What follows belongs to an exercise in optimizing a design on an open flow for small area and a short achievable clock period; a production flow would make more cautious choices.
The RTL was checked by simulation tests, not by an equivalence proof against the original design.
No activity file was given, so power comes from the tool's default toggle rates.

File: flow/constraint.sdc
create_clock -name core_clock -period 18.0 [get_ports {i_clk}]
set_input_delay 3.6000 -clock core_clock [delete_from_list [all_inputs] [get_ports {i_clk}]]
set_output_delay 3.6000 -clock core_clock [all_outputs]
set_load 0.01 [all_outputs]
File: flow/design.v
package decode_pkg;
   localparam int WORD_W       = 32;
   localparam int REG_ADDR_W   = 5;
   localparam int REG_COUNT    = 1 << REG_ADDR_W;
   localparam int OPCODE_W     = 6;
   localparam int FUNC_W       = 6;
   localparam int IMM_W        = 16;
   localparam int SHAMT_W      = 5;
   localparam int JUMP_INDEX_W = 26;
   localparam int ALU_OP_W     = 4;
   typedef logic [WORD_W-1:0]       word_t;
   typedef logic [REG_ADDR_W-1:0]   reg_addr_t;
   typedef logic [OPCODE_W-1:0]     opcode_t;
   typedef logic [FUNC_W-1:0]       func_t;
   typedef logic [IMM_W-1:0]        imm_t;
   typedef logic [SHAMT_W-1:0]      shamt_t;
   typedef logic [JUMP_INDEX_W-1:0] jump_index_t;
   typedef logic [ALU_OP_W-1:0]     alu_op_t;
   localparam opcode_t OP_RTYPE = 6'b000000;
   localparam opcode_t OP_LB    = 6'b100000;
   localparam opcode_t OP_LH    = 6'b100001;
   localparam opcode_t OP_LW    = 6'b100011;
   localparam opcode_t OP_LBU   = 6'b100100;
   localparam opcode_t OP_LHU   = 6'b100101;
   localparam opcode_t OP_LWU   = 6'b100111;
   localparam opcode_t OP_SB    = 6'b101000;
   localparam opcode_t OP_SH    = 6'b101001;
   localparam opcode_t OP_SW    = 6'b101011;
   localparam opcode_t OP_ADDI  = 6'b001001;
   localparam opcode_t OP_ANDI  = 6'b001100;
   localparam opcode_t OP_ORI   = 6'b001101;
   localparam opcode_t OP_XORI  = 6'b001110;
   localparam opcode_t OP_LUI   = 6'b001111;
   localparam opcode_t OP_SLTI  = 6'b001010;
   localparam opcode_t OP_BEQ   = 6'b000100;
   localparam opcode_t OP_BNE   = 6'b000101;
   localparam opcode_t OP_J     = 6'b000010;
   localparam opcode_t OP_JAL   = 6'b000011;
   localparam opcode_t OP_HLT   = 6'b111111;
   localparam func_t FN_SLL  = 6'b000000;
   localparam func_t FN_SRL  = 6'b000010;
   localparam func_t FN_SRA  = 6'b000011;
   localparam func_t FN_SLLV = 6'b000100;
   localparam func_t FN_SRLV = 6'b000110;
   localparam func_t FN_SRAV = 6'b000111;
   localparam func_t FN_ADDU = 6'b100001;
   localparam func_t FN_SUBU = 6'b100011;
   localparam func_t FN_AND  = 6'b100100;
   localparam func_t FN_OR   = 6'b100101;
   localparam func_t FN_XOR  = 6'b100110;
   localparam func_t FN_NOR  = 6'b100111;
   localparam func_t FN_SLT  = 6'b101010;
   localparam func_t FN_JR   = 6'b001000;
   localparam func_t FN_JALR = 6'b001001;
   localparam alu_op_t ALU_ADD = 4'd0;
   localparam alu_op_t ALU_SUB = 4'd1;
   localparam alu_op_t ALU_AND = 4'd2;
   localparam alu_op_t ALU_OR  = 4'd3;
   localparam alu_op_t ALU_XOR = 4'd4;
   localparam alu_op_t ALU_NOR = 4'd5;
   localparam alu_op_t ALU_SRL = 4'd6;
   localparam alu_op_t ALU_SLL = 4'd7;
   localparam alu_op_t ALU_SRA = 4'd8;
   localparam alu_op_t ALU_SLT = 4'd10;
   localparam alu_op_t ALU_LUI = 4'd11;
   localparam reg_addr_t LINK_REG = 5'd31;
   typedef struct packed {
      alu_op_t    alu_op;
      logic       imm_sel;
      logic       zero_ext;
      logic       use_shamt;
   } ex_ctrl_t;
   typedef struct packed {
      logic       rd_en;
      logic       wr_en;
      logic       unsigned_ld;
      logic [1:0] size;
   } mem_ctrl_t;
   typedef struct packed {
      reg_addr_t  dest;
      logic       reg_we;
      logic       from_alu;
      logic       link_pc;
   } wb_ctrl_t;
   typedef struct packed {
      logic       is_branch;
      logic       branch_ne;
      logic       jump_reg;
      logic       jump_imm;
   } dec_flags_t;
endpackage
`timescale 1ns/1ns
module decode_control
   (
   input  decode_pkg::opcode_t    i_opcode,
   input  decode_pkg::func_t      i_func,
   input  decode_pkg::reg_addr_t  i_rt,
   input  decode_pkg::reg_addr_t  i_rd,
   output decode_pkg::ex_ctrl_t   o_ex,
   output decode_pkg::mem_ctrl_t  o_mem,
   output decode_pkg::wb_ctrl_t   o_wb,
   output decode_pkg::dec_flags_t o_flags,
   output logic       o_rtype
   );
   decode_pkg::alu_op_t fn_alu_op;
   logic    fn_known;
   logic    fn_shamt;
   logic    fn_jump;
   logic    fn_link;
   decode_pkg::wb_ctrl_t wb_raw;
   function automatic logic [1:0] access_size(input decode_pkg::opcode_t op);
      case (op[1:0])
         2'b00:   access_size = 2'd0;
         2'b01:   access_size = 2'd1;
         default: access_size = 2'd2;
      endcase
   endfunction
   always_comb begin
      fn_alu_op = decode_pkg::ALU_ADD;
      fn_known  = 1'b1;
      fn_shamt  = 1'b0;
      fn_jump   = 1'b0;
      fn_link   = 1'b0;
      case (i_func)
         decode_pkg::FN_SLL:  begin fn_alu_op = decode_pkg::ALU_SLL; fn_shamt = 1'b1; end
         decode_pkg::FN_SRL:  begin fn_alu_op = decode_pkg::ALU_SRL; fn_shamt = 1'b1; end
         decode_pkg::FN_SRA:  begin fn_alu_op = decode_pkg::ALU_SRA; fn_shamt = 1'b1; end
         decode_pkg::FN_SLLV: fn_alu_op = decode_pkg::ALU_SLL;
         decode_pkg::FN_SRLV: fn_alu_op = decode_pkg::ALU_SRL;
         decode_pkg::FN_SRAV: fn_alu_op = decode_pkg::ALU_SRA;
         decode_pkg::FN_ADDU: fn_alu_op = decode_pkg::ALU_ADD;
         decode_pkg::FN_SUBU: fn_alu_op = decode_pkg::ALU_SUB;
         decode_pkg::FN_AND:  fn_alu_op = decode_pkg::ALU_AND;
         decode_pkg::FN_OR:   fn_alu_op = decode_pkg::ALU_OR;
         decode_pkg::FN_XOR:  fn_alu_op = decode_pkg::ALU_XOR;
         decode_pkg::FN_NOR:  fn_alu_op = decode_pkg::ALU_NOR;
         decode_pkg::FN_SLT:  fn_alu_op = decode_pkg::ALU_SLT;
         decode_pkg::FN_JR:   fn_jump = 1'b1;
         decode_pkg::FN_JALR: begin fn_jump = 1'b1; fn_link = 1'b1; end
         default: fn_known = 1'b0;
      endcase
   end
   always_comb begin
      o_ex    = '0;
      o_mem   = '0;
      wb_raw  = '0;
      o_flags = '0;
      case (i_opcode)
         decode_pkg::OP_RTYPE: begin
            if (fn_known) begin
               o_ex.alu_op      = fn_alu_op;
               o_ex.use_shamt   = fn_shamt;
               wb_raw.dest      = i_rd;
               wb_raw.reg_we    = 1'b1;
               wb_raw.from_alu  = 1'b1;
               wb_raw.link_pc   = fn_link;
               o_flags.jump_reg = fn_jump;
            end
         end
         decode_pkg::OP_LB, decode_pkg::OP_LH, decode_pkg::OP_LW, decode_pkg::OP_LBU, decode_pkg::OP_LHU, decode_pkg::OP_LWU: begin
            o_ex.imm_sel      = 1'b1;
            o_mem.rd_en       = 1'b1;
            o_mem.unsigned_ld = i_opcode[2];
            o_mem.size        = access_size(i_opcode);
            wb_raw.dest       = i_rt;
            wb_raw.reg_we     = 1'b1;
         end
         decode_pkg::OP_SB, decode_pkg::OP_SH, decode_pkg::OP_SW: begin
            o_ex.imm_sel = 1'b1;
            o_mem.wr_en  = 1'b1;
            o_mem.size   = access_size(i_opcode);
         end
         decode_pkg::OP_ADDI, decode_pkg::OP_SLTI, decode_pkg::OP_ANDI, decode_pkg::OP_ORI, decode_pkg::OP_XORI, decode_pkg::OP_LUI: begin
            o_ex.imm_sel    = 1'b1;
            wb_raw.dest     = i_rt;
            wb_raw.reg_we   = 1'b1;
            wb_raw.from_alu = 1'b1;
            case (i_opcode)
               decode_pkg::OP_ADDI: o_ex.alu_op = decode_pkg::ALU_ADD;
               decode_pkg::OP_SLTI: o_ex.alu_op = decode_pkg::ALU_SLT;
               decode_pkg::OP_ANDI: o_ex.alu_op = decode_pkg::ALU_AND;
               decode_pkg::OP_ORI:  o_ex.alu_op = decode_pkg::ALU_OR;
               decode_pkg::OP_XORI: o_ex.alu_op = decode_pkg::ALU_XOR;
               default: o_ex.alu_op = decode_pkg::ALU_LUI;
            endcase
            o_ex.zero_ext = (i_opcode != decode_pkg::OP_ADDI) && (i_opcode != decode_pkg::OP_SLTI);
         end
         decode_pkg::OP_BEQ, decode_pkg::OP_BNE: begin
            o_ex.imm_sel      = 1'b1;
            o_flags.is_branch = 1'b1;
            o_flags.branch_ne = (i_opcode == decode_pkg::OP_BNE);
         end
         decode_pkg::OP_J: begin
            o_flags.jump_imm = 1'b1;
         end
         decode_pkg::OP_JAL: begin
            o_flags.jump_imm = 1'b1;
            wb_raw.dest      = decode_pkg::LINK_REG;
            wb_raw.reg_we    = 1'b1;
            wb_raw.link_pc   = 1'b1;
         end
         default: ;
      endcase
   end
   always_comb begin
      o_wb        = wb_raw;
      o_wb.reg_we = wb_raw.reg_we && (wb_raw.dest != '0);
   end
   assign o_rtype = (i_opcode == decode_pkg::OP_RTYPE);
endmodule
`timescale 1ns/1ns
module register_file
   (
   input  logic      i_clk,
   input  logic      i_rst,
   input  logic      i_we,
   input  decode_pkg::reg_addr_t i_waddr,
   input  decode_pkg::word_t     i_wdata,
   input  decode_pkg::reg_addr_t i_raddr_a,
   input  decode_pkg::reg_addr_t i_raddr_b,
   output decode_pkg::word_t     o_rdata_a,
   output decode_pkg::word_t     o_rdata_b
   );
   decode_pkg::word_t regs [decode_pkg::REG_COUNT];
   always_ff @(negedge i_clk) begin
      if (i_rst) begin
         for (int i = 0; i < decode_pkg::REG_COUNT; i++) begin
            regs[i] <= '0;
         end
      end else if (i_we) begin
         regs[i_waddr] <= i_wdata;
      end
   end
   assign o_rdata_a = regs[i_raddr_a];
   assign o_rdata_b = regs[i_raddr_b];
endmodule
`timescale 1ns/1ns
module branch_resolve
   (
   input  decode_pkg::word_t      i_rdata_a,
   input  decode_pkg::word_t      i_rdata_b,
   input  logic       i_fwd_sel_a,
   input  logic       i_fwd_sel_b,
   input  decode_pkg::word_t      i_fwd_data_a,
   input  decode_pkg::word_t      i_fwd_data_b,
   input  decode_pkg::dec_flags_t i_flags,
   output logic       o_branch_taken,
   output logic       o_jump_reg_taken,
   output logic       o_jump_imm_taken,
   output logic       o_redirect
   );
   decode_pkg::word_t cmp_a;
   decode_pkg::word_t cmp_b;
   logic  equal;
   assign cmp_a = i_fwd_sel_a ? i_fwd_data_a : i_rdata_a;
   assign cmp_b = i_fwd_sel_b ? i_fwd_data_b : i_rdata_b;
   assign equal = (cmp_a == cmp_b);
   assign o_branch_taken   = i_flags.is_branch && (equal ^ i_flags.branch_ne);
   assign o_jump_reg_taken = i_flags.jump_reg;
   assign o_jump_imm_taken = i_flags.jump_imm;
   assign o_redirect = o_branch_taken | o_jump_reg_taken | o_jump_imm_taken;
endmodule
`timescale 1ns/1ns
module id_ex_latch
   (
   input  logic      i_clk,
   input  logic      i_rst,
   input  logic      i_advance,
   input  decode_pkg::ex_ctrl_t  i_ex,
   input  decode_pkg::mem_ctrl_t i_mem,
   input  decode_pkg::wb_ctrl_t  i_wb,
   input  decode_pkg::word_t     i_a,
   input  decode_pkg::word_t     i_b,
   input  decode_pkg::imm_t      i_imm,
   input  decode_pkg::shamt_t    i_shamt,
   input  decode_pkg::word_t     i_pc,
   input  logic      i_redirect,
   output decode_pkg::ex_ctrl_t  o_ex,
   output decode_pkg::mem_ctrl_t o_mem,
   output decode_pkg::wb_ctrl_t  o_wb,
   output decode_pkg::word_t     o_a,
   output decode_pkg::word_t     o_b,
   output decode_pkg::imm_t      o_imm,
   output decode_pkg::shamt_t    o_shamt,
   output decode_pkg::word_t     o_pc,
   output logic      o_nop
   );
   always_ff @(posedge i_clk) begin
      if (i_rst) begin
         o_ex    <= '0;
         o_mem   <= '0;
         o_wb    <= '0;
         o_a     <= '0;
         o_b     <= '0;
         o_imm   <= '0;
         o_shamt <= '0;
         o_pc    <= '0;
         o_nop   <= 1'b0;
      end else if (i_advance) begin
         o_ex    <= i_ex;
         o_mem   <= i_mem;
         o_wb    <= i_wb;
         o_a     <= i_a;
         o_b     <= i_b;
         o_imm   <= i_imm;
         o_shamt <= i_shamt;
         o_pc    <= i_pc;
         o_nop   <= i_redirect;
      end
   end
endmodule
`timescale 1ns/1ns
module instruction_decode
   (
   input  logic        i_clk,
   input  logic        i_rst,
   input  logic        i_valid,
   input  logic [31:0] i_instruction,
   input  logic [31:0] i_pc,
   input  logic        i_regfile_we,
   input  logic [4:0]  i_regfile_addr,
   input  logic [31:0] i_regfile_data,
   input  logic        i_fwd_sel_a,
   input  logic        i_fwd_sel_b,
   input  logic [31:0] i_fwd_data_a,
   input  logic [31:0] i_fwd_data_b,
   output logic [6:0]  o_ex_ctrl,
   output logic [4:0]  o_mem_ctrl,
   output logic [7:0]  o_wb_ctrl,
   output logic [31:0] o_a,
   output logic [31:0] o_b,
   output logic [31:0] o_pc,
   output logic [15:0] o_imm,
   output logic [4:0]  o_shamt,
   output logic        o_nop,
   output logic        o_rtype,
   output logic        o_store,
   output logic        o_branch,
   output logic        o_branch_taken,
   output logic        o_jump_reg,
   output logic [31:0] o_jump_reg_addr,
   output logic        o_jump_imm,
   output logic [25:0] o_jump_index,
   output logic        o_halt
   );
   decode_pkg::opcode_t   opcode;
   decode_pkg::reg_addr_t rs;
   decode_pkg::reg_addr_t rt;
   decode_pkg::reg_addr_t rd;
   decode_pkg::shamt_t    shamt;
   decode_pkg::func_t     func;
   decode_pkg::imm_t      imm;
   logic       advance;
   decode_pkg::ex_ctrl_t   ex;
   decode_pkg::mem_ctrl_t  mem;
   decode_pkg::wb_ctrl_t   wb;
   decode_pkg::dec_flags_t flags;
   decode_pkg::word_t      rdata_a;
   decode_pkg::word_t      rdata_b;
   logic       redirect;
   assign opcode       = i_instruction[31:26];
   assign rs           = i_instruction[25:21];
   assign rt           = i_instruction[20:16];
   assign rd           = i_instruction[15:11];
   assign shamt        = i_instruction[10:6];
   assign func         = i_instruction[5:0];
   assign imm          = i_instruction[15:0];
   assign o_jump_index = i_instruction[25:0];
   assign advance = i_valid && (opcode != decode_pkg::OP_HLT);
   assign o_halt  = i_valid && (opcode == decode_pkg::OP_HLT);
   decode_control u_control (
      .i_opcode (opcode),
      .i_func   (func),
      .i_rt     (rt),
      .i_rd     (rd),
      .o_ex     (ex),
      .o_mem    (mem),
      .o_wb     (wb),
      .o_flags  (flags),
      .o_rtype  (o_rtype)
   );
   register_file u_regfile (
      .i_clk     (i_clk),
      .i_rst     (i_rst),
      .i_we      (advance && i_regfile_we),
      .i_waddr   (i_regfile_addr),
      .i_wdata   (i_regfile_data),
      .i_raddr_a (rs),
      .i_raddr_b (rt),
      .o_rdata_a (rdata_a),
      .o_rdata_b (rdata_b)
   );
   branch_resolve u_branch (
      .i_rdata_a        (rdata_a),
      .i_rdata_b        (rdata_b),
      .i_fwd_sel_a      (i_fwd_sel_a),
      .i_fwd_sel_b      (i_fwd_sel_b),
      .i_fwd_data_a     (i_fwd_data_a),
      .i_fwd_data_b     (i_fwd_data_b),
      .i_flags          (flags),
      .o_branch_taken   (o_branch_taken),
      .o_jump_reg_taken (o_jump_reg),
      .o_jump_imm_taken (o_jump_imm),
      .o_redirect       (redirect)
   );
   id_ex_latch u_latch (
      .i_clk      (i_clk),
      .i_rst      (i_rst),
      .i_advance  (advance),
      .i_ex       (ex),
      .i_mem      (mem),
      .i_wb       (wb),
      .i_a        (rdata_a),
      .i_b        (rdata_b),
      .i_imm      (imm),
      .i_shamt    (shamt),
      .i_pc       (i_pc),
      .i_redirect (redirect),
      .o_ex       (o_ex_ctrl),
      .o_mem      (o_mem_ctrl),
      .o_wb       (o_wb_ctrl),
      .o_a        (o_a),
      .o_b        (o_b),
      .o_imm      (o_imm),
      .o_shamt    (o_shamt),
      .o_pc       (o_pc),
      .o_nop      (o_nop)
   );
   assign o_store         = mem.wr_en;
   assign o_branch        = flags.is_branch;
   assign o_jump_reg_addr = rdata_a;
endmodule
File: flow/run.sh
#!/bin/bash
# synth_recipe.tcl (not shown) runs the flow's synth.tcl, then flattens the netlist and writes it again
# the make line also repeats each setting of config.mk as NAME=value (left out here)
make -C /OpenROAD-flow-scripts/flow DESIGN_CONFIG=/design/flow/config.mk WORK_HOME=/design/flow/orfs CLKGATE_MAP_FILE= SYNTH_SCRIPT=/design/flow/synth_recipe.tcl finish
File: flow/config.mk
export PLATFORM = sky130hd
export DESIGN_NAME = instruction_decode
export DESIGN_NICKNAME = instruction_decode
export VERILOG_FILES = /design/flow/design.v
export SDC_FILE = /design/flow/constraint.sdc
export NUM_CORES = 4
export LEC_CHECK = 0
export CAP_MARGIN = 20
export CORE_MARGIN = 2
export CORE_UTILIZATION = 40
export PLACE_DENSITY = 0.6
export SLEW_MARGIN = 20
==> results.txt, run 1 <==
Logic synthesis
The count of different cell masters after synthesis is 80. The register bit count reported by yosys is 1157. In the synthesized netlist the async set-or-reset flop fraction comes to 0%. In the synthesized netlist, the number of instances is 4653.

The cell area that synthesis handed to floorplanning was 61500 um2. The number of flops mapped to enable cells by yosys is 1024. The synthesized netlist net count is 4824. The number of warnings issued by yosys is 3. The fraction of the yosys area taken by sequential cells is 54.3%.

The post-synthesis average cell area is 13.2 um2. Among all flip-flop cells after synthesis, the most frequent one is sky130_fd_sc_hd__edfxtp_1.

Die
The die outline area is 157000 um2. Measured along the x axis, the die boundary spans 396 um. 374 I/O pins were placed. The core region is 152000 um2. The die height is 396 um. The count of standard-cell rows is 143.

The initial cell density of the core is 40.4%.

Power
Summing internal, switching and leakage power gives 7940 uW. The worst ir drop on vdd is 121 uV. The total power density per cell area is 105 nW/um2.

The leakage power is 0.0308 uW.

Final layout
The sequential cells in the finished layout cover a total of 33400 um2. The number of inserted filler cells in the final layout is 13431. The area occupied by multi-input gates is 26000 um2. From synthesis to final layout, the design area changed by 22.7%.

The post-route netlist has 14.9% of its cells at a drive strength greater than 1. For this run, the post-layout net count is 6019.

STA
The sum of negative setup slack is 0 ns. At the pin with the least slew margin, the transition time is 1.27 ns. Setup repair after global routing left no endpoint under its margin. The final hold violation count is 0. The final-report max-slew violation count came to 0. Headroom to the max-slew limit came out at 15.4%. For the final database, setup skew stands at 0.0394 ns. The setup-violating endpoint count in the final report is 0.

Once routing completed, OpenROAD measured the worst setup slack at 0.0337 ns.

Hold path
The hold path depth is 2. The class of the tightest hold or removal check is reg -> reg.

Setup path
In this run the worst setup path begins at u_regfile.regs[29][22]. In this run the critical register-to-register path is captured at u_latch.o_nop. The critical path class is reg -> out.

The reg-to-reg critical path startpoint is u_regfile.regs[29][22]. The worst path arrival time is 14.37 ns. Following the worst setup path forward leads to its endpoint at o_branch_taken. The required time of the critical path is 14.40 ns. The worst reg-to-reg setup slack is 4.63 ns. Measured in cells, the most critical reg-to-reg path has a length of 11. Of all nets on the critical path, the largest fanout is 3.

The nature of the critical path endpoint is an output port. The kind of start point of the critical path is a flop.

Route
The routed wire length is 261000 um. Across all layers, the routed design uses 48654 vias. In the routed design, unresolved DRC markers number 0. The first routing iteration left 8233 violations. The antenna violation net count after detailed routing is 0. The average detailed-routed wire length per instance is 32.6 um. The mean number of vias per cell is 6.08. The count of TritonRoute iterations in the first routing pass is 8.

Clocking
The TritonCTS clock tree is done. Buffers inserted during clock tree synthesis total 131. The H-tree was split into 4 levels.

In this run the clock root is driven by a sky130_fd_sc_hd__clkbuf_16. After clock tree synthesis, the clock-pin slew on the worst setup and hold paths is 0.06 ns. The number of hold buffers added after CTS was 0. The largest buffer count on any clock path is 3. The clock latency reported for the late side of the worst-skew pair is 0.78 ns. The clock net sink count is 1157.

Global routing
The total grt overflow is 0. The total global-route track usage is 32.6%. The first global-routing pass estimated 356000 um of wire. The initial antenna violation count is 53.

The via count of the first global-routing pass is 49097. Entering global routing, the biggest net connects 113 pins.

Status
The run finished with no timing, DRC or antenna violations.

Flow run
The count of maximum capacitance violations is 0.

Placed design
The half-perimeter wire length of the detailed placement result is 156000 um. Input and output buffers added on the ports amount to 373. The post-placement setup slack is 0.704 ns. The placer's final routability congestion estimate is 0.895.
-- worst max-delay path, cell delays in order (launching register included) --
cell and delay, ns:
sky130_fd_sc_hd__edfxtp_1 0.39, sky130_fd_sc_hd__mux4_1 0.52, sky130_fd_sc_hd__mux4_2 0.53, sky130_fd_sc_hd__mux2_4 0.32
sky130_fd_sc_hd__mux2i_4 0.14, sky130_fd_sc_hd__xor2_1 0.54, sky130_fd_sc_hd__nand3_1 0.16, sky130_fd_sc_hd__a2111o_1 0.38
sky130_fd_sc_hd__a2111o_1 0.39, sky130_fd_sc_hd__or3_1 0.33, sky130_fd_sc_hd__mux2i_1 0.27, sky130_fd_sc_hd__clkdlybuf4s50_1 0.60
-- layout make-up --
class	instances	area share, %
well taps	2030	3.37
multi-input cells	2995	34.5
inverters	17	0.0845
clock inverters	1122	6.61
flip-flops and latches	1157	44.3
clock buffers	142	4.61
repair buffers	522	6.50
diodes	19	0.0630
-- cells by family after synthesis --
logic type,after synthesis,share of synthesized area (%)
buffers and inverters,501,3.90
multiplexers,753,19.9
AO/OA/AOI/OAI,497,5.67
XOR/XNOR,34,0.484
flip-flops,1157,54.3
AND/OR/NAND/NOR,1711,15.7
-- cells in the mapped netlist, drive strengths merged, types with 45 or more instances --
cell type | number | area share, %
nand3 | 45 | 0.37
edfxtp | 1024 | 50
nand2 | 239 | 1.5
a22oi | 99 | 1.2
mux2i | 351 | 5.7
o22ai | 46 | 0.47
and2 | 1037 | 11
clkbuf | 298 | 1.8
mux4 | 372 | 14
a21oi | 127 | 1.0
nor3 | 48 | 0.39
buf | 185 | 2.0
dfxtp | 133 | 4.3
nor2 | 167 | 1.0
-- layer usage --
layer	part of all wire, %	GRT usage, %	up-vias
li1	-	-	19815
met1	34	39.3	24124
met2	46	50.7	3968
met3	14	11.8	725
met4	5.4	18.0	22
met5	0.053	0	-
-- what timing repair did --
action | in CTS | in global routing
gates resized for setup | 1 | 1
setup endpoints to repair | 1 | 1
pin swaps | 2 | 0
buffers inserted | 0 | 0
cloned | 0 | 0
-- worst min-delay path by stage --
stage	startpoint	endpoint	slack, ns
global placement	u_latch.o_pc[27]	u_latch.o_pc[27]	0.44
floorplan	u_latch.o_b[26]	u_latch.o_b[26]	0.48
global route	u_latch.o_a[15]	u_latch.o_a[15]	0.47
CTS	u_latch.o_imm[12]	u_latch.o_imm[12]	0.45
detailed placement	u_latch.o_imm[12]	u_latch.o_imm[12]	0.45
finish	u_latch.o_b[26]	u_latch.o_b[26]	0.45
-- flip-flops by register name, indices dropped and copies added, names as in the netlist --
name	count
u_regfile.regs	1024
u_latch.o_a	32
u_latch.o_b	32
u_latch.o_pc	32
u_latch.o_imm	16
u_latch.o_wb	8
u_latch.o_ex	7
u_latch.o_mem	5
u_latch.o_nop	1
-- per-stage QoR --
step	hold WS [ns]	instances	utilization [%]	instance area, um2
2_1_floorplan	0.476	4653	-	61500
3_3_place_gp	0.441	6722	44.0	67000
3_5_place_dp	0.446	6722	44.0	67000
4_1_cts	0.454	7985	49.5	75400
5_1_grt	0.472	7992	49.5	75400
6_report	0.450	8004	49.6	75500
-- cell usage in the layout (no fill, tap or decap), drive strengths merged, types with 18 or more instances in the layout --
cell,instances
clkbuf,143
buf,165
a22oi,99
o22ai,46
clkinvlp,26
nand2,239
nor3,48
clkdlybuf4s50,356
dfxtp,133
a221o,19
nand3,45
a21oi,127
or2,44
inv,1077
mux4,372
nor2b,25
mux2i,351
edfxtp,1024
o21ai,33
diode,19
mux2,30
nand2b,18
bufinv,24
a211oi,23
and2,1037
a221oi,44
xnor2,19
nor2,167
-- report_power, final --
| group | internal (uW) | leakage [uW] | total (uW) | switching [uW] |
|---|---|---|---|---|
| registers | 3080 | 0.0108 | 3160 | 75.2 |
| clock network | 2050 | 0.00775 | 3820 | 1770 |
| logic | 376 | 0.0122 | 969 | 593 |
| total | 5510 | 0.0308 | 7940 | 2440 |
==> inputs of run 2 (changes only) <==
--- a/flow/design.v
+++ b/flow/design.v
@@ -212,32 +212,65 @@
 module register_file
    (
-   input  logic      i_clk,
-   input  logic      i_rst,
-   input  logic      i_we,
-   input  decode_pkg::reg_addr_t i_waddr,
-   input  decode_pkg::word_t     i_wdata,
-   input  decode_pkg::reg_addr_t i_raddr_a,
-   input  decode_pkg::reg_addr_t i_raddr_b,
-   output decode_pkg::word_t     o_rdata_a,
-   output decode_pkg::word_t     o_rdata_b
+   input  logic [2:0] i_col,
+   input  logic [2:0] i_sel,
+   output logic       o_bit_n
    );
-   decode_pkg::word_t regs [decode_pkg::REG_COUNT];
-   always_ff @(negedge i_clk) begin
-      if (i_rst) begin
-         for (int i = 0; i < decode_pkg::REG_COUNT; i++) begin
-            regs[i] <= '0;
-         end
-      end else if (i_we) begin
-         regs[i_waddr] <= i_wdata;
-      end
-   end
-   assign o_rdata_a = regs[i_raddr_a];
-   assign o_rdata_b = regs[i_raddr_b];
+   assign o_bit_n = ~|(i_col & i_sel);
+endmodule
+module register_file_pair
+   (
+   input  logic [1:0] i_col,
+   input  logic [1:0] i_sel,
+   output logic       o_bit_n
+   );
+   assign o_bit_n = ~|(i_col & i_sel);
+endmodule
+module register_file_join
+   (
+   input  logic [10:0] i_grp_n,
+   output logic        o_bit_n
+   );
+   assign o_bit_n = &i_grp_n;
 endmodule
 `timescale 1ns/1ns
+module branch_eq_bit
+   (
+   input  logic i_a_n,
+   input  logic i_b_n,
+   input  logic i_fwd_sel_a,
+   input  logic i_fwd_sel_b,
+   input  logic i_fwd_a_n,
+   input  logic i_fwd_b_n,
+   output logic o_eq
+   );
+   assign o_eq = ~(i_fwd_sel_a ? i_fwd_a_n : i_a_n) ~^ ~(i_fwd_sel_b ? i_fwd_b_n : i_b_n);
+endmodule
+module branch_ne4
+   (
+   input  logic [3:0] i_eq,
+   output logic       o_ne
+   );
+   assign o_ne = ~&i_eq;
+endmodule
+module branch_eq8
+   (
+   input  logic [1:0] i_ne,
+   output logic       o_eq
+   );
+   assign o_eq = ~|i_ne;
+endmodule
+module branch_pick
+   (
+   input  logic [3:0] i_eq8,
+   input  logic       i_take_eq,
+   input  logic       i_take_ne,
+   output logic       o_taken
+   );
+   assign o_taken = (i_take_eq && (&i_eq8)) || (i_take_ne && !(&i_eq8));
+endmodule
 module branch_resolve
    (
-   input  decode_pkg::word_t      i_rdata_a,
-   input  decode_pkg::word_t      i_rdata_b,
+   input  decode_pkg::word_t      i_rdata_a_n,
+   input  decode_pkg::word_t      i_rdata_b_n,
    input  logic       i_fwd_sel_a,
    input  logic       i_fwd_sel_b,
@@ -250,11 +283,34 @@
    output logic       o_redirect
    );
-   decode_pkg::word_t cmp_a;
-   decode_pkg::word_t cmp_b;
-   logic  equal;
-   assign cmp_a = i_fwd_sel_a ? i_fwd_data_a : i_rdata_a;
-   assign cmp_b = i_fwd_sel_b ? i_fwd_data_b : i_rdata_b;
-   assign equal = (cmp_a == cmp_b);
-   assign o_branch_taken   = i_flags.is_branch && (equal ^ i_flags.branch_ne);
+   decode_pkg::word_t eq;
+   logic [7:0] ne4;
+   logic [3:0] eq8;
+   logic  take_eq;
+   logic  take_ne;
+   for (genvar j = 0; j < decode_pkg::WORD_W; j++) begin : g_bit
+      branch_eq_bit u_bit (
+         .i_a_n       (i_rdata_a_n[j]),
+         .i_b_n       (i_rdata_b_n[j]),
+         .i_fwd_sel_a (i_fwd_sel_a),
+         .i_fwd_sel_b (i_fwd_sel_b),
+         .i_fwd_a_n   (~i_fwd_data_a[j]),
+         .i_fwd_b_n   (~i_fwd_data_b[j]),
+         .o_eq        (eq[j])
+      );
+   end
+   for (genvar g = 0; g < 8; g++) begin : g_ne4
+      branch_ne4 u_ne4 (.i_eq(eq[4*g +: 4]), .o_ne(ne4[g]));
+   end
+   for (genvar h = 0; h < 4; h++) begin : g_eq8
+      branch_eq8 u_eq8 (.i_ne(ne4[2*h +: 2]), .o_eq(eq8[h]));
+   end
+   assign take_eq = i_flags.is_branch && !i_flags.branch_ne;
+   assign take_ne = i_flags.is_branch && i_flags.branch_ne;
+   branch_pick u_pick (
+      .i_eq8     (eq8),
+      .i_take_eq (take_eq),
+      .i_take_ne (take_ne),
+      .o_taken   (o_branch_taken)
+   );
    assign o_jump_reg_taken = i_flags.jump_reg;
    assign o_jump_imm_taken = i_flags.jump_imm;
@@ -264,49 +320,10 @@
 module id_ex_latch
    (
-   input  logic      i_clk,
-   input  logic      i_rst,
-   input  logic      i_advance,
-   input  decode_pkg::ex_ctrl_t  i_ex,
-   input  decode_pkg::mem_ctrl_t i_mem,
-   input  decode_pkg::wb_ctrl_t  i_wb,
-   input  decode_pkg::word_t     i_a,
-   input  decode_pkg::word_t     i_b,
-   input  decode_pkg::imm_t      i_imm,
-   input  decode_pkg::shamt_t    i_shamt,
-   input  decode_pkg::word_t     i_pc,
-   input  logic      i_redirect,
-   output decode_pkg::ex_ctrl_t  o_ex,
-   output decode_pkg::mem_ctrl_t o_mem,
-   output decode_pkg::wb_ctrl_t  o_wb,
-   output decode_pkg::word_t     o_a,
-   output decode_pkg::word_t     o_b,
-   output decode_pkg::imm_t      o_imm,
-   output decode_pkg::shamt_t    o_shamt,
-   output decode_pkg::word_t     o_pc,
-   output logic      o_nop
+   input  logic              i_hit,
+   input  decode_pkg::word_t i_wdata,
+   input  decode_pkg::word_t i_rdata_n,
+   output decode_pkg::word_t o_data
    );
-   always_ff @(posedge i_clk) begin
-      if (i_rst) begin
-         o_ex    <= '0;
-         o_mem   <= '0;
-         o_wb    <= '0;
-         o_a     <= '0;
-         o_b     <= '0;
-         o_imm   <= '0;
-         o_shamt <= '0;
-         o_pc    <= '0;
-         o_nop   <= 1'b0;
-      end else if (i_advance) begin
-         o_ex    <= i_ex;
-         o_mem   <= i_mem;
-         o_wb    <= i_wb;
-         o_a     <= i_a;
-         o_b     <= i_b;
-         o_imm   <= i_imm;
-         o_shamt <= i_shamt;
-         o_pc    <= i_pc;
-         o_nop   <= i_redirect;
-      end
-   end
+   assign o_data = i_hit ? i_wdata : ~i_rdata_n;
 endmodule
 `timescale 1ns/1ns
@@ -344,4 +361,6 @@
    output logic        o_halt
    );
+   localparam int N = decode_pkg::REG_COUNT;
+   localparam int W = decode_pkg::WORD_W;
    decode_pkg::opcode_t   opcode;
    decode_pkg::reg_addr_t rs;
@@ -352,4 +371,5 @@
    decode_pkg::imm_t      imm;
    logic       advance;
+   logic       we;
    decode_pkg::ex_ctrl_t   ex;
    decode_pkg::mem_ctrl_t  mem;
@@ -369,4 +389,5 @@
    assign advance = i_valid && (opcode != decode_pkg::OP_HLT);
    assign o_halt  = i_valid && (opcode == decode_pkg::OP_HLT);
+   assign we      = advance && i_regfile_we;
    decode_control u_control (
       .i_opcode (opcode),
@@ -380,22 +401,65 @@
       .o_rtype  (o_rtype)
    );
-   register_file u_regfile (
-      .i_clk     (i_clk),
-      .i_rst     (i_rst),
-      .i_we      (advance && i_regfile_we),
-      .i_waddr   (i_regfile_addr),
-      .i_wdata   (i_regfile_data),
-      .i_raddr_a (rs),
-      .i_raddr_b (rt),
-      .o_rdata_a (rdata_a),
-      .o_rdata_b (rdata_b)
-   );
+   decode_pkg::word_t regs [N];
+   decode_pkg::word_t wdata;
+   logic [N-1:0] row_en;
+   logic [N-1:0] sel_a;
+   logic [N-1:0] sel_b;
+   decode_pkg::word_t rd_a_n;
+   decode_pkg::word_t rd_b_n;
+   logic hit_a;
+   logic hit_b;
+   logic alt_sel_a;
+   logic alt_sel_b;
+   decode_pkg::word_t alt_a;
+   decode_pkg::word_t alt_b;
+   assign wdata = i_rst ? '0 : i_regfile_data;
+   always_comb begin
+      for (int i = 0; i < N; i++) begin
+         row_en[i] = i_rst || (we && (i_regfile_addr == i));
+      end
+   end
+   always_ff @(posedge i_clk) begin
+      for (int i = 0; i < N; i++) begin
+         if (row_en[i]) regs[i] <= wdata;
+      end
+   end
+   always_comb begin
+      for (int i = 0; i < N; i++) begin
+         sel_a[i] = !i_rst && (rs == i);
+         sel_b[i] = !i_rst && (rt == i);
+      end
+   end
+   for (genvar j = 0; j < W; j++) begin : g_read
+      decode_pkg::word_t col;
+      for (genvar i = 0; i < N; i++) begin : g_col
+         assign col[i] = regs[i][j];
+      end
+      logic [10:0] grp_a_n;
+      logic [10:0] grp_b_n;
+      for (genvar g = 0; g < 10; g++) begin : g_grp
+         register_file u_rd_a (.i_col(col[3*g +: 3]), .i_sel(sel_a[3*g +: 3]), .o_bit_n(grp_a_n[g]));
+         register_file u_rd_b (.i_col(col[3*g +: 3]), .i_sel(sel_b[3*g +: 3]), .o_bit_n(grp_b_n[g]));
+      end
+      register_file_pair u_rd_a_hi (.i_col(col[31:30]), .i_sel(sel_a[31:30]), .o_bit_n(grp_a_n[10]));
+      register_file_pair u_rd_b_hi (.i_col(col[31:30]), .i_sel(sel_b[31:30]), .o_bit_n(grp_b_n[10]));
+      register_file_join u_join_a (.i_grp_n(grp_a_n), .o_bit_n(rd_a_n[j]));
+      register_file_join u_join_b (.i_grp_n(grp_b_n), .o_bit_n(rd_b_n[j]));
+   end
+   assign hit_a = we && (i_regfile_addr == rs);
+   assign hit_b = we && (i_regfile_addr == rt);
+   id_ex_latch u_byp_a (.i_hit(hit_a), .i_wdata(wdata), .i_rdata_n(rd_a_n), .o_data(rdata_a));
+   id_ex_latch u_byp_b (.i_hit(hit_b), .i_wdata(wdata), .i_rdata_n(rd_b_n), .o_data(rdata_b));
+   assign alt_sel_a = i_fwd_sel_a || hit_a;
+   assign alt_sel_b = i_fwd_sel_b || hit_b;
+   assign alt_a     = i_fwd_sel_a ? i_fwd_data_a : i_regfile_data;
+   assign alt_b     = i_fwd_sel_b ? i_fwd_data_b : i_regfile_data;
    branch_resolve u_branch (
-      .i_rdata_a        (rdata_a),
-      .i_rdata_b        (rdata_b),
-      .i_fwd_sel_a      (i_fwd_sel_a),
-      .i_fwd_sel_b      (i_fwd_sel_b),
-      .i_fwd_data_a     (i_fwd_data_a),
-      .i_fwd_data_b     (i_fwd_data_b),
+      .i_rdata_a_n      (rd_a_n),
+      .i_rdata_b_n      (rd_b_n),
+      .i_fwd_sel_a      (alt_sel_a),
+      .i_fwd_sel_b      (alt_sel_b),
+      .i_fwd_data_a     (alt_a),
+      .i_fwd_data_b     (alt_b),
       .i_flags          (flags),
       .o_branch_taken   (o_branch_taken),
@@ -404,27 +468,29 @@
       .o_redirect       (redirect)
    );
-   id_ex_latch u_latch (
-      .i_clk      (i_clk),
-      .i_rst      (i_rst),
-      .i_advance  (advance),
-      .i_ex       (ex),
-      .i_mem      (mem),
-      .i_wb       (wb),
-      .i_a        (rdata_a),
-      .i_b        (rdata_b),
-      .i_imm      (imm),
-      .i_shamt    (shamt),
-      .i_pc       (i_pc),
-      .i_redirect (redirect),
-      .o_ex       (o_ex_ctrl),
-      .o_mem      (o_mem_ctrl),
-      .o_wb       (o_wb_ctrl),
-      .o_a        (o_a),
-      .o_b        (o_b),
-      .o_imm      (o_imm),
-      .o_shamt    (o_shamt),
-      .o_pc       (o_pc),
-      .o_nop      (o_nop)
-   );
+   always_ff @(posedge i_clk) begin
+      if (i_rst || advance) begin
+         o_a <= rdata_a;
+         o_b <= rdata_b;
+      end
+   end
+   always_ff @(posedge i_clk) begin
+      if (i_rst) begin
+         o_ex_ctrl  <= '0;
+         o_mem_ctrl <= '0;
+         o_wb_ctrl  <= '0;
+         o_imm      <= '0;
+         o_shamt    <= '0;
+         o_pc       <= '0;
+         o_nop      <= 1'b0;
+      end else if (advance) begin
+         o_ex_ctrl  <= ex;
+         o_mem_ctrl <= mem;
+         o_wb_ctrl  <= wb;
+         o_imm      <= imm;
+         o_shamt    <= shamt;
+         o_pc       <= i_pc;
+         o_nop      <= redirect;
+      end
+   end
    assign o_store         = mem.wr_en;
    assign o_branch        = flags.is_branch;
==> flow/flow/run.sh (new file) <==
#!/bin/bash
# Standard ORFS layout, with plain buffers on the ports, a larger setup
# margin for the resizer so that repair_timing keeps shortening the
# input-to-output paths past zero slack, and an extra antenna repair with
# margin after global routing.
set -euo pipefail
bash standard.sh SETUP_SLACK_MARGIN=9 \
  "BUFFER_PORTS_ARGS=-buffer_cell sky130_fd_sc_hd__buf_1" \
  "POST_GLOBAL_ROUTE_TCL=$PWD/flow/post_grt.tcl" \
  finish > flow_make.log 2>&1
==> flow/flow/post_grt.tcl (new file) <==
# After global routing: repair antennas again with a ratio margin, so that
# fewer violations are left for the detailed router's repair-and-reroute loop.
repair_antennas -iterations 5 -ratio_margin 20
check_placement -verbose
write_guides $::env(RESULTS_DIR)/route.guide
==> flow/standard.sh (new file) <==
#!/bin/bash
# synth_recipe.tcl (not shown) runs the flow's synth.tcl, then flattens the netlist and writes it again
# the make line also repeats each setting of config.mk as NAME=value (left out here)
make -C /OpenROAD-flow-scripts/flow DESIGN_CONFIG=/design/flow/config.mk WORK_HOME=/design/flow/orfs CLKGATE_MAP_FILE= SYNTH_SCRIPT=/design/flow/synth_recipe.tcl "${@:-finish}"
--- a/flow/config.mk
+++ b/flow/config.mk
@@ -7,6 +7,13 @@
 export LEC_CHECK = 0
 export CAP_MARGIN = 20
+export CELL_PAD_IN_SITES_DETAIL_PLACEMENT = 1
+export CELL_PAD_IN_SITES_GLOBAL_PLACEMENT = 1
 export CORE_MARGIN = 2
-export CORE_UTILIZATION = 40
+export CORE_UTILIZATION = 45
+export CTS_BUF_LIST = sky130_fd_sc_hd__clkbuf_8
 export PLACE_DENSITY = 0.6
+export SETUP_SLACK_MARGIN = 5
 export SLEW_MARGIN = 20
+export SYNTH_HIERARCHICAL = 1
+export SYNTH_MINIMUM_KEEP_SIZE = 0
+export TNS_END_PERCENT = 10
removed: flow/run.sh
==> results.txt, run 2 <==
Logic synthesis
Synthesis inferred 1157 register bits. The number of instances in the synthesized netlist is 3099. The simple-gate share of the synthesized area is 7.41%.

Of all flip-flops after synthesis, the portion carrying an async set or reset was 0%. sky130_fd_sc_hd__edfxtp_1 takes more of the synthesized area than any other cell. By instance count, the leading cell after synthesis is sky130_fd_sc_hd__edfxtp_1.

The most used flip-flop cell after synthesis is sky130_fd_sc_hd__edfxtp_1. In the synthesized netlist, mux cells make up 4.18% of the area. The adder and majority gate portion of the synthesized area is 0%. The count of different cell masters after synthesis is 68. Counting every net in the synthesized netlist gives 3270. Dividing the synthesized area by the synthesized cell count gives 15.9 um2. In this run, synthesis inferred 1088 flip-flops with an integrated enable. The synthesized netlist occupies a cell area of 49400 um2. By area, the combinational part of the netlist is dominated by compound AO/OA/AOI/OAI gates. The fraction of the mapped netlist area in compound gates is 16.7%.

Yosys attributes the largest share of cell area to sky130_fd_sc_hd__edfxtp_1, sky130_fd_sc_hd__a222oi_1, sky130_fd_sc_hd__dfxtp_1, sky130_fd_sc_hd__mux2i_1, sky130_fd_sc_hd__nand2_1. The area share of the largest cell type after synthesis is 66.1%. The parity-gate share of the synthesized area counting xor and xnor cells is 0.780%. The fraction of the yosys area taken by sequential cells is 68.9%. The number of warnings issued by yosys is 9. Counting instances in the post-synthesis netlist gives the leading cell types as sky130_fd_sc_hd__edfxtp_1, sky130_fd_sc_hd__a222oi_1, sky130_fd_sc_hd__nand2_1.

Final layout
The area added between synthesis and finish is 20.5%. regs holds more flip-flops than any other register. The number of flip-flops under the largest register name is 1024. For this run, the post-layout net count is 3969. The proportion of layout cells with a drive suffix above 1 is 24.0%. After routing the design area is 59500 um2. Leaving out fill and tap cells, the most frequent cell in the layout is sky130_fd_sc_hd__edfxtp_1.

In the layout the commonest cells are sky130_fd_sc_hd__edfxtp_1, sky130_fd_sc_hd__a222oi_1, sky130_fd_sc_hd__buf_1.

Route
The number of DRC violations after detailed routing is 0. For this block, the via count after detailed routing is 40279. The initial detailed-routing violation count is 9302. Before antenna repair, the detailed router went through 14 iterations. For this block, the routed nets add up to 233000 um of wire. The mean number of vias per cell is 7.50.

The average detailed-routed wire length per instance is 43.4 um. The detail route stage leaves a number of antenna-violating nets equal to 0.

Placed design
The placer's final routability congestion estimate is 0.913. The placed instance area is 53800 um2. The half-perimeter wire length of the detailed placement result is 135000 um.

Input and output buffers added on the ports amount to 373.

Setup path
Among all stages on the critical path, the largest delay is contributed by sky130_fd_sc_hd__xnor2_2. The worst path arrival time is 7.58 ns. Of all nets on the critical path, the largest fanout is 21. The nature of the critical path endpoint is an output port. Walking the worst path, the cells encountered are buf_4, nor2b_1, nand2_2, nor2_4, buf_6, a222oi_1, nand4_1, nor3_2, mux2i_1, xnor2_2, nand4_1, nor2_4, nand4_1, mux2_4, buf_6. STA classifies the critical path startpoint as an input pin. The required time of the critical path is 14.40 ns. The critical path class is in -> out. The maximum single-stage delay on the critical path is 0.48 ns.

The critical path contains buffers and inverters numbering 3 combined. By instance count, the cell type seen most on the critical path is sky130_fd_sc_hd__nand4_1. The dominant delay contributor by cell family on the critical path is simple AND/OR/NAND/NOR gates.

STA
In this run the tightest slew margin relative to its limit is 27.4%. The final-report max-slew violation count is 0. After layout, the worst path uses 62.1% of the clock period. Setup total negative slack on the finished layout was measured at 0 ns.

At the pin with the least slew margin, the transition time is 1.09 ns. After layout, the minimum clock period comes to 11.18 ns. Derived from the worst setup path, the maximum achievable clock frequency is 0.0894 GHz.

The worst setup skew after layout is 0.0673 ns. The setup-violating endpoint count in the final report is 0. The smallest hold slack is 0.456 ns.

The final hold violation count came to 0.

Clocking
Counting along the longest clock path gives a buffer depth of 3. The H-tree level count is 4. The tree is rooted in a sky130_fd_sc_hd__clkbuf_8. In this run, post-CTS hold repair placed 0 buffers.

Clock latency on the worst-skew pair, taken at its later pin, is 0.90 ns. The number of clock buffers inserted by TritonCTS is 193. Once the clock tree was built, the resizer swapped 269 gates to a different size. TritonCTS built the clock tree. After clock tree synthesis, the clock-pin slew on the worst setup and hold paths is 0.06 ns. The number of setup buffers added after CTS is 95. The clock net sink count is 1157.

Die
The die outline area is 112000 um2. The die is 335 um tall. The initial cell density of the core is 45.4%.

The region available for standard cell placement spans 109000 um2. For this design the top-level I/O count stands at 374. The floorplan has 121 rows. The die is 335 um wide.

Power
Per report_power, the sequential group accounts for 53.8% of the total. Per report_power, the clock group accounts for 35.9% of the total. In this run switching power makes up 27.6% of total power. The share of total power dissipated in combinational logic is 10.3%. The leakage power is 0.0203 uW. The internal portion of the total power is 4490 uW. After layout, the design draws a total of 6200 uW. Power spread over the standard cell area amounts to 104 nW/um2. The worst ir drop on vdd is 66.4 uV. The switching power summed over all nets is 1710 uW.

Status
The flow ran to the end and the layout has no timing, DRC or antenna violations.

Hold path
The class of the tightest hold or removal check is reg -> reg.

Global routing
The total global-route track usage is 40.8%. The pin count of the biggest net entering global routing is 88. The total grt overflow is 0. The initial antenna violation count came to 4. The first global-routing pass estimated 318000 um of wire.

The via count of the first global-routing pass is 40130.

Flow run
The count of maximum capacitance violations is 0.
run 2: cell types whose count changed after synthesis, moves of 80 or more:
cell | before | now
sky130_fd_sc_hd__clkbuf_1 | 298 | 33
sky130_fd_sc_hd__mux2i_1 | 350 | 133
sky130_fd_sc_hd__a21oi_1 | 127 | 6
sky130_fd_sc_hd__nand4_1 | 17 | 138
sky130_fd_sc_hd__and2_1 | 1037 | 7
sky130_fd_sc_hd__mux4_2 | 371 | 0
sky130_fd_sc_hd__a222oi_1 | 1 | 640
sky130_fd_sc_hd__nor2_1 | 166 | 86
sky130_fd_sc_hd__a22oi_1 | 99 | 0
run 2: worst min-delay path, delay by kind of cell (launching register included):
kind / cells / cell delay, ns
AND/OR/NAND/NOR: 1 / 0.05
flip-flops: 1 / 0.31
multiplexers: 1 / 0.05
run 2: logic make-up (layout without fill, tap and decap cells):
kind of cell / count (synthesis) / in the layout
multiplexers: 198 / 198
flip-flops: 1157 / 1157
buffers and inverters: 180 / 1034
AND/OR/NAND/NOR: 677 / 677
other: 0 / 6
XOR/XNOR: 44 / 44
AO/OA/AOI/OAI: 843 / 843
run 2: cell type report:
cell class / count / area, um2
Antenna cell: 6 / 15.0
Sequential cell: 1157 / 34100
Clock inverter: 155 / 873
Multi-Input combinational cell: 1762 / 15700
Tap cell: 1414 / 1770
Fill cell: 10385 / 49300
Inverter: 73 / 279
Timing Repair Buffer: 611 / 4130
Clock buffer: 195 / 2680
run 2: power groups by stage:
| stage | registers, uW | logic (uW) | clock network, uW |
|---|---|---|---|
| after CTS | 3330 | 611 | 2240 |
| after floorplan | 3370 | 266 | 0 |
| after detailed placement | 3390 | 566 | 0 |
| after global placement | 3370 | 557 | 0 |
| final | 3340 | 639 | 2220 |
run 2: path summary, 6_finish.rpt:
path | slack [ns] | depth (start not counted) | from | endpoint
min reg2reg | 0.46 | 2 | o_wb_ctrl[5] | o_wb_ctrl[5]
max | 6.82 | 15 | i_instruction[19] | o_branch_taken
min | 0.46 | 2 | o_wb_ctrl[5] | o_wb_ctrl[5]
max reg2reg | 13.88 | 12 | regs[12][15] | o_nop
run 2: per-module statistics from Yosys (local to each module, per instance), excerpt:
module,flip-flops and latches,times used,cells,cell area (um2)
branch_resolve,0,1,69,274
register_file_pair,0,64,1,12.5
branch_eq_bit,0,32,3,28.8
register_file,0,640,1,10.0
decode_control,0,1,97,608
register_file_join,0,64,4,27.5
id_ex_latch,0,2,71,460
branch_ne4,0,8,1,6.26
run 2: per-layer routing:
| layer | part of all wire [%] | wire (um) | up-vias | global-route usage (%) |
|---|---|---|---|---|
| met5 | 0.0099 | 23 | - | 0 |
| met3 | 15 | 35000 | 817 | 13.7 |
| met1 | 35 | 81700 | 20262 | 52.3 |
| met2 | 43 | 101000 | 3811 | 60.5 |
| li1 | - | - | 15385 | - |
| met4 | 6.4 | 15000 | 4 | 23.3 |
run 2: metrics by stage:
step / util [%] / setup WS, ns / instances
finish: 54.7 / 6.82 / 5373
CTS: 54.5 / 7.04 / 5361
detailed placement: 49.4 / 5.07 / 4911
global placement: 49.3 / 5.19 / 4908
floorplan: - / 7.73 / 3099
==> inputs of run 3 (changes only) <==
--- a/flow/config.mk
+++ b/flow/config.mk
@@ -12,4 +12,6 @@
 export CORE_UTILIZATION = 45
 export CTS_BUF_LIST = sky130_fd_sc_hd__clkbuf_8
+export CTS_CLUSTER_DIAMETER = 60
+export CTS_CLUSTER_SIZE = 16
 export PLACE_DENSITY = 0.6
 export SETUP_SLACK_MARGIN = 5
==> results.txt, run 3 <==
Status
The flow ran to the end and the layout has no timing, DRC or antenna violations.

Placed design
In this run the cell area measured after placement is 53800 um2. The post-placement setup slack is 5.07 ns. Detailed placement finished with a half-perimeter wire length of 135000 um.

The number of port buffers is 373. Routability-driven placement finished with a final weighted congestion of 0.913.

Global routing
The global-route wire length before repair is 323000 um. Entering global routing, the biggest net connects 88 pins. The total grt overflow is 0. Global routing consumed, over all layers together, 41.6% of the routing resources.

The initial antenna violation count was 9. The via count of the first global-routing pass came to 39909.

Final layout
The layout has 10268 filler cells. The register with the most flip-flops in the final layout is regs. The library cells used most frequently in the layout, excluding fill and tap cells, are sky130_fd_sc_hd__edfxtp_1, sky130_fd_sc_hd__a222oi_1, sky130_fd_sc_hd__buf_1. Relative to the synthesized area, the layout overhead comes to 20.4%. The register with the most flip-flops in the layout has 1024 of them. The most common library cell in the layout ignoring fill and taps is sky130_fd_sc_hd__edfxtp_1. The proportion of layout cells with a drive suffix above 1 is 24.7%. At the end of the flow, the number of nets in the layout was 3950. After routing the design area is 59500 um2.

Power
The analysis attributes to cell leakage a power of 0.0201 uW. The sequential share of power is 57.6%. Internal power comes to 4140 uW.

The fraction of power spent switching nets is 28.5%. The analysis attributes to net switching a power of 1650 uW. The part of the total power dissipated in combinational logic is 11.4%. Power spread over the standard cell area amounts to 97.3 nW/um2. The worst ir drop on vdd is 81.9 uV. The clock power share is 30.9%.

Setup path
The critical path is of the in -> out type. The largest individual stage delay along the critical path comes from the cell sky130_fd_sc_hd__a222oi_1. The most critical setup path has its startpoint at i_instruction[16].

The kind of start point of the critical path is an input pin. Of all nets on the critical path, the largest fanout is 32. In this run the critical register-to-register path is launched from regs[6][5]. The worst path arrival time is 7.84 ns. The required time of the critical path is 14.40 ns. The maximum single-stage delay on the critical path is 0.64 ns. The most prevalent standard cell on the critical path is sky130_fd_sc_hd__nand4_1. The signal on the critical path passes through buf_6, nand2b_4, buf_4, nor2_2, buf_12, a222oi_1, nand4_1, nor3_4, mux2i_1, xnor2_1, nand4_1, nor2_2, nand4_1, mux2_4, buf_6.

The worst setup path is captured at an output port.

Clocking
The clock transition at the register clock pins on the worst setup and hold paths after CTS is 0.09 ns. The count of instances resized after the clock tree is built is 296. The clock latency reported for the late side of the worst-skew pair is 0.88 ns.

The count of hold-fix buffers inserted at cts is 0. The number of setup buffers added after CTS is 135. The clock tree root driver cell is sky130_fd_sc_hd__clkbuf_8. The number of clock buffers inserted by TritonCTS is 107.

The H-tree level count is 3. No sink is reached through more buffers than the 3 on the longest clock path. The TritonCTS clock tree is done.

The clock drives 1157 sinks.

STA
The final hold violation count is 0. The worst pin sits at a relative slew slack of 27.2%. The final-report max-slew violation count came to 0.

On the final layout, the worst clock skew is 0.0479 ns. The worst path meets setup with 6.56 ns of slack. In the finished design, the share of the clock period the worst path needs comes to 63.6%. Setup violations remaining at the end of the flow were counted as 0. At the pin with the least slew margin, the transition time is 1.09 ns. The sum of negative setup slack is 0 ns.

The shortest clock period the worst path allows after layout is 11.44 ns. Based on the critical path, the design can be clocked at up to 0.0874 GHz.

Logic synthesis
Synthesis produced 3099 cells. The post-synthesis average cell area is 15.9 um2. The most used standard cell by instance count after synthesis is sky130_fd_sc_hd__edfxtp_1.

Synthesis inferred 1157 register bits. The synthesized netlist occupies a cell area of 49400 um2. The share of async-settable or async-resettable flops after synthesis is 0%. The commonest register cell after synthesis is sky130_fd_sc_hd__edfxtp_1. The count of different cell masters after synthesis is 68. Sequential cells were found to cover 68.9% of the synthesized design area. The number of warnings issued by yosys is 9. Yosys mapped a number of flops with a built-in enable equal to 1088. When the netlist entered floorplanning its net count stood at 3270.

By count the netlist is led by sky130_fd_sc_hd__edfxtp_1, sky130_fd_sc_hd__a222oi_1, sky130_fd_sc_hd__nand2_1. The area share of the largest cell type after synthesis is 66.1%. By area the synthesized netlist is led by sky130_fd_sc_hd__edfxtp_1, sky130_fd_sc_hd__a222oi_1, sky130_fd_sc_hd__dfxtp_1, sky130_fd_sc_hd__mux2i_1, sky130_fd_sc_hd__nand2_1.

The biggest area contributor in the post-synthesis netlist is sky130_fd_sc_hd__edfxtp_1.

Die
The die outline area is 112000 um2. The horizontal die dimension is 335 um. The initial cell density of the core is 45.4%. The die height is 335 um. The area inside the core boundary is 109000 um2. The count of standard-cell rows is 121.

The I/O pin count is 374.

Route
In the routed layout, each cell is associated on average with a via count of 7.61. The via total after detailed routing is 40222. In this run the remaining antenna-violating nets after routing total 0. The count of TritonRoute iterations in the first routing pass is 14.

The routed wire length is 239000 um. In the final routed layout, each cell accounts on average for 45.3 um. The detailed router finished its first iteration with 9912 violations. The number of DRC violations after detailed routing is 0.

Flow run
The count of maximum capacitance violations is 0.

Hold path
The tightest min-delay check is of the reg -> reg type. The worst hold path begins at o_wb_ctrl[5].
-- run 3: cell counts after synthesis --
Identical to the previous run, type by type.
-- run 3: layer usage --
| metal | routed length, um | part of all wire, % | track usage (%) |
|---|---|---|---|
| met5 | 41 | 0.017 | 0 |
| met4 | 17100 | 7.2 | 24.8 |
| met3 | 37000 | 15 | 15.1 |
| met2 | 103000 | 43 | 61.1 |
| met1 | 82100 | 34 | 52.6 |
-- run 3: cell type report --
type / count / area [um2] / area share [%]
Clock inverter: 84 / 861 / 1.45
Tap cell: 1414 / 1770 / 2.98
Timing Repair Buffer: 678 / 5130 / 8.64
Inverter: 73 / 279 / 0.469
Antenna cell: 10 / 25.0 / 0.0421
Multi-Input combinational cell: 1762 / 15800 / 26.7
Clock buffer: 108 / 1490 / 2.50
Sequential cell: 1157 / 34100 / 57.3
-- run 3: cells by family after synthesis --
logic type,after synthesis,synth area share (%)
buffers and inverters,180,2.03
muxes,198,4.18
DFF,1157,68.9
and+or+nand+nor,677,7.41
AOI/OAI and AO/OA,843,16.7
xor gates and xnor gates,44,0.780
-- run 3: critical path: cells and delay by family --
family	cells	cell delay [ns]
AO/OA/AOI/OAI	1	0.64
XOR/XNOR	1	0.19
buffers and inverters	4	0.62
multiplexers	2	0.55
AND/OR/NAND/NOR	7	2.19
-- run 3: path summary, 6_finish.rpt --
kind | to | slack [ns] | depth (start not counted)
worst min register to register | o_wb_ctrl[5] | 0.46 | 2
worst max-delay path | o_branch_taken | 6.56 | 15
worst min-delay path | o_wb_ctrl[5] | 0.46 | 2
worst max register to register | o_nop | 13.55 | 12
-- run 3: through the flow --
step	hold slack, ns	utilization, %	std cells	power [uW]
floorplan	0.479	-	3099	3630
global placement	0.442	49.3	4908	3930
detailed placement	0.446	49.4	4911	3950
CTS	0.467	54.2	5250	5730
finish	0.463	54.6	5286	5780
-- run 3: Yosys stat by module, one instance, submodules excluded --
module	flip-flops and latches	cells	cell area [um2]	times used
register_file_pair	0	1	12.5	64
decode_control	0	97	608	1
branch_eq8	0	1	3.75	4
branch_resolve	0	69	274	1
id_ex_latch	0	71	460	2
register_file_join	0	4	27.5	64
branch_pick	0	2	17.5	1
branch_eq_bit	0	3	28.8	32
branch_ne4	0	1	6.26	8
register_file	0	1	10.0	640
instruction_decode	1157	1721	37600	1
-- run 3: power by group through the flow --
stage | clock (uW) | combinational, uW | sequential [uW]
2_1_floorplan | 0 | 266 | 3370
3_3_place_gp | 0 | 557 | 3370
3_5_place_dp | 0 | 566 | 3390
4_1_cts | 1790 | 623 | 3330
6_report | 1790 | 661 | 3330
==> inputs of run 4 (changes only) <==
--- a/flow/config.mk
+++ b/flow/config.mk
@@ -6,5 +6,5 @@
 export NUM_CORES = 4
 export LEC_CHECK = 0
-export CAP_MARGIN = 20
+export CAP_MARGIN = 10
 export CELL_PAD_IN_SITES_DETAIL_PLACEMENT = 1
 export CELL_PAD_IN_SITES_GLOBAL_PLACEMENT = 1
@@ -16,5 +16,5 @@
 export PLACE_DENSITY = 0.6
 export SETUP_SLACK_MARGIN = 5
-export SLEW_MARGIN = 20
+export SLEW_MARGIN = 10
 export SYNTH_HIERARCHICAL = 1
 export SYNTH_MINIMUM_KEEP_SIZE = 0
==> results.txt, run 4 <==
Route
The number of DRC violations after detailed routing is 0. After detailed routing, the total wire length is 237000 um. The initial detailed-routing violation count is 9076. After detailed routing, the number of vias per cell comes to 7.64. The count of TritonRoute iterations in the first routing pass is 12. The via total after detailed routing is 40058.

In the final routed layout, each cell accounts on average for 45.2 um. The antenna violation net count after detailed routing is 0.

Power
The worst ir drop on vdd is 70.3 uV. The analysis attributes to cell leakage a power of 0.0198 uW. The part of the total power dissipated in combinational logic is 11.4%.

Sequential cells account for 58.7% of the total power. The switching power summed over all nets is 1620 uW. Net switching is 28.5% of the power. The clock network accounts for 30.0% of the total power. The internal power of the cells totals 4060 uW. Power spread over the standard cell area amounts to 96.5 nW/um2.

Global routing
After global routing the overflow that remains totals 0. Global routing used 41.5% of the available tracks across all layers. The pin count of the biggest net entering global routing is 88.

The via count of the first global-routing pass is 39984. The initial antenna violation count is 7. The first global-routing pass estimated 322000 um of wire.

Logic synthesis
In this run the cell area of the synthesized design comes to 49400 um2. The area share of the largest cell type after synthesis is 66.1%. sky130_fd_sc_hd__edfxtp_1 takes more of the synthesized area than any other cell. The fraction of the yosys area taken by sequential cells is 68.9%. The number of flops mapped to enable cells by yosys is 1088. The commonest cells after synthesis are sky130_fd_sc_hd__edfxtp_1, sky130_fd_sc_hd__a222oi_1, sky130_fd_sc_hd__nand2_1.

In the post-synthesis netlist, the biggest area contributors are sky130_fd_sc_hd__edfxtp_1, sky130_fd_sc_hd__a222oi_1, sky130_fd_sc_hd__dfxtp_1, sky130_fd_sc_hd__mux2i_1, sky130_fd_sc_hd__nand2_1. In the synthesized netlist the async set-or-reset flop fraction comes to 0%. The post-synthesis average cell area is 15.9 um2.

The commonest register cell after synthesis is sky130_fd_sc_hd__edfxtp_1. The netlist uses 68 different library cells. The most used standard cell by instance count after synthesis is sky130_fd_sc_hd__edfxtp_1.

The number of nets in the synthesized netlist is 3270. The register bit count reported by yosys is 1157. The number of instances in the synthesized netlist is 3099. The number of warnings issued by yosys is 9.

Final layout
Compared with the post-synthesis result, the final layout area differs by 19.2%. The most common library cell in the layout ignoring fill and taps is sky130_fd_sc_hd__edfxtp_1. For this run, the share of the core covered by cells in the final layout is 54.1%. Ranked by flip-flop count, first place goes to regs. The finished layout holds 5244 standard cells, fillers aside.

Of the cells placed in the final design, the portion with a size suffix greater than 1 is 23.8%. The footprint of the flip-flops and latches is 34100 um2. The area occupied by multi-input gates is 15800 um2. Fill cells in the final layout number 10305. In the layout the commonest cells are sky130_fd_sc_hd__edfxtp_1, sky130_fd_sc_hd__a222oi_1, sky130_fd_sc_hd__buf_1.

After the last flow step, the layout net total stands at 3913. The number of flip-flops under the largest register name is 1024.

Die
The die outline area is 112000 um2. The initial cell density of the core is 45.4%. The count of standard-cell rows is 121.

The area inside the core boundary is 109000 um2. In this run the horizontal extent of the chip is 335 um. Pin placement for this block handled 374 I/O pins. The die height is 335 um.

STA
The final hold violation count came to 0. For the finished layout, the period the worst path requires is 11.27 ns. After layout, the worst setup slack is 6.73 ns. The final-report max-slew violation count is 0.

The worst setup skew after layout is 0.0365 ns. Based on the critical path, the design can be clocked at up to 0.0887 GHz. In this run the tightest slew margin relative to its limit is 9.85%. The setup-violating endpoint count in the final report is 0. For the final routed database, the setup TNS stands at 0 ns. At the pin with the least slew margin, the transition time is 1.35 ns. Of the available clock period, the critical path in the final layout requires 62.6%.

Setup path
The most prevalent standard cell on the critical path is sky130_fd_sc_hd__nand4_1. The critical path goes through clkbuf_16, buf_16, nor2b_4, nand2_4, nor2_4, buf_4, a222oi_1, nand4_1, nor3_4, mux2i_1, xnor2_2, nand4_1, nor2_4, nand4_1, mux2_4, buf_6. The critical path is of the in -> out type. The maximum single-stage delay on the critical path is 0.54 ns.

The slowest stage of the critical path belongs to the cell sky130_fd_sc_hd__nand4_1. The worst setup path is launched from an input pin. The startpoint of the most critical setup path is i_rst. The reg-to-reg critical path startpoint is regs[12][8]. The largest fanout on the critical path is 11. STA puts the critical path data required time at 14.40 ns.

The nature of the critical path endpoint is an output port. At the worst endpoint, the arrival time is 7.67 ns.

Placed design
Input and output buffers added on the ports amount to 373. The placer's final routability congestion estimate is 0.913. The cell count after placement is 4908. The post-placement setup slack is 5.11 ns.

The half-perimeter wire length of the detailed placement result is 134000 um.

Hold path
The class of the tightest hold or removal check is reg -> reg. The critical hold path startpoint is o_wb_ctrl[5].

Clocking
The number of setup buffers added after CTS is 117. The TritonCTS clock tree is done. For the worst-skew pair, the clock arrives at the later sink with an insertion delay of 0.88 ns. The clock drives 1157 sinks. The count of instances resized after the clock tree is built is 304. The clock transition at the register clock pins on the worst setup and hold paths after CTS is 0.09 ns. The count of hold-fix buffers inserted at cts is 0. The root buffer cell chosen for the clock tree is sky130_fd_sc_hd__clkbuf_8.

The clock passes through at most 3 buffers. The H-tree level count is 3. The number of clock buffers inserted by TritonCTS is 105.

Flow run
Across the run, the number of max-cap violations was 0.

Status
The run finished with no timing, DRC or antenna violations.
==> run 4: worst paths after layout <==
kind / end / slack [ns] / cells past startpoint
worst max-delay path: o_branch_taken / 6.73 / 16
worst min-delay path: o_wb_ctrl[5] / 0.46 / 2
worst max register to register: o_nop / 13.79 / 12
worst min register to register: o_wb_ctrl[5] / 0.46 / 2
==> run 4: area by class of cell <==
| class | instances | area share, % |
|---|---|---|
| Sequential cell | 1157 | 57.8 |
| Antenna cell | 11 | 0.0468 |
| Multi-Input combinational cell | 1762 | 26.9 |
| Tap cell | 1414 | 3.00 |
| Inverter | 73 | 0.474 |
| Clock buffer | 107 | 2.50 |
| Timing Repair Buffer | 643 | 8.08 |
| Clock inverter | 77 | 1.19 |
==> run 4: per-layer routing <==
metal | routed length, um | share of wire (%) | global-route usage, % | vias to the layer above
li1 | - | - | - | 15223
met1 | 83000 | 35 | 52.8 | 20357
met2 | 102000 | 43 | 60.8 | 3679
met3 | 36200 | 15 | 14.8 | 795
met4 | 16000 | 6.8 | 25.3 | 4
met5 | 27 | 0.011 | 0 | -
==> run 4: power groups by stage <==
stage | clock network (uW) | registers [uW] | logic [uW]
3_5_place_dp | 0 | 3390 | 564
6_report | 1700 | 3330 | 646
4_1_cts | 1700 | 3330 | 616
2_1_floorplan | 0 | 3370 | 266
3_3_place_gp | 0 | 3370 | 557
==> run 4: kinds of logic (layout without fill, tap and decap cells) <==
logic type / after synthesis / count (layout) / synth area share (%)
AO/OA/AOI/OAI: 843 / 843 / 16.7
other: 0 / 11 / 0
flip-flops: 1157 / 1157 / 68.9
buffers and inverters: 180 / 900 / 2.03
AND/OR/NAND/NOR: 677 / 677 / 7.41
XOR/XNOR: 44 / 44 / 0.780
multiplexers: 198 / 198 / 4.18
==> run 4: Yosys stat by module, one instance, submodules excluded <==
| module | times used | area [um2] | flops+latches | cells inside |
|---|---|---|---|---|
| branch_eq8 | 4 | 3.75 | 0 | 1 |
| register_file_pair | 64 | 12.5 | 0 | 1 |
| register_file_join | 64 | 27.5 | 0 | 4 |
| branch_pick | 1 | 17.5 | 0 | 2 |
| id_ex_latch | 2 | 460 | 0 | 71 |
| branch_eq_bit | 32 | 28.8 | 0 | 3 |
| branch_ne4 | 8 | 6.26 | 0 | 1 |
| register_file | 640 | 10.0 | 0 | 1 |
| decode_control | 1 | 608 | 0 | 97 |
| instruction_decode | 1 | 37600 | 1157 | 1721 |
| branch_resolve | 1 | 274 | 0 | 69 |
==> run 4: worst max-delay path, delay by kind of cell <==
family | cells | cell delay (ns)
AO/OA/AOI/OAI | 1 | 0.42
XOR/XNOR | 1 | 0.27
buffers and inverters | 4 | 0.63
multiplexers | 2 | 0.59
AND/OR/NAND/NOR | 8 | 2.15
==> run 4: through the flow <==
step / instance area (um2) / hold slack [ns] / total power [uW]
2_1_floorplan: 49700 / 0.479 / 3630
3_3_place_gp: 53700 / 0.442 / 3930
3_5_place_dp: 53700 / 0.446 / 3950
4_1_cts: 58700 / 0.467 / 5650
6_report: 58900 / 0.461 / 5680

[re-timing with driven ports]
How much do the figures lean on ideal ports? The routed layouts below were timed once more, with nothing changed but the port constraints.
Step 1 assumes that a clkbuf_16 drives the clock port and a buf_2 every other input.
Step 2 adds t to the input delays and takes it off the output delays; t is the mean of the earliest and latest rising clock arrival at the registers after step 1. Input paths then give back, and output paths get back, about the clock's delay inside the block.
Three values: ideal ports, drivers, drivers and shift; two values: the first two.
| run | t, ns | setup WS [ns] | worst hold slack (ns) | worst setup path after step 2 | worst slew at a driven data input, ns |
|---|---|---|---|---|---|
| run 2 | 0.945 | 6.818 / 6.765 / 6.765 | 0.456 / 0.456 / 0.456 | input to output | 0.07 |
| run 3 | 0.933 | 6.557 / 6.515 / 6.515 | 0.463 / 0.463 / 0.463 | input to output | 0.07 |
| run 4 | 0.924 | 6.728 / 6.667 / 6.667 | 0.461 / 0.461 / 0.461 | input to output | 0.08 |
After both steps every run listed still meets setup and hold. For run 4, which loses most, drivers alone change the setup slack by -0.061 ns; drivers and shift together by -0.061 ns.
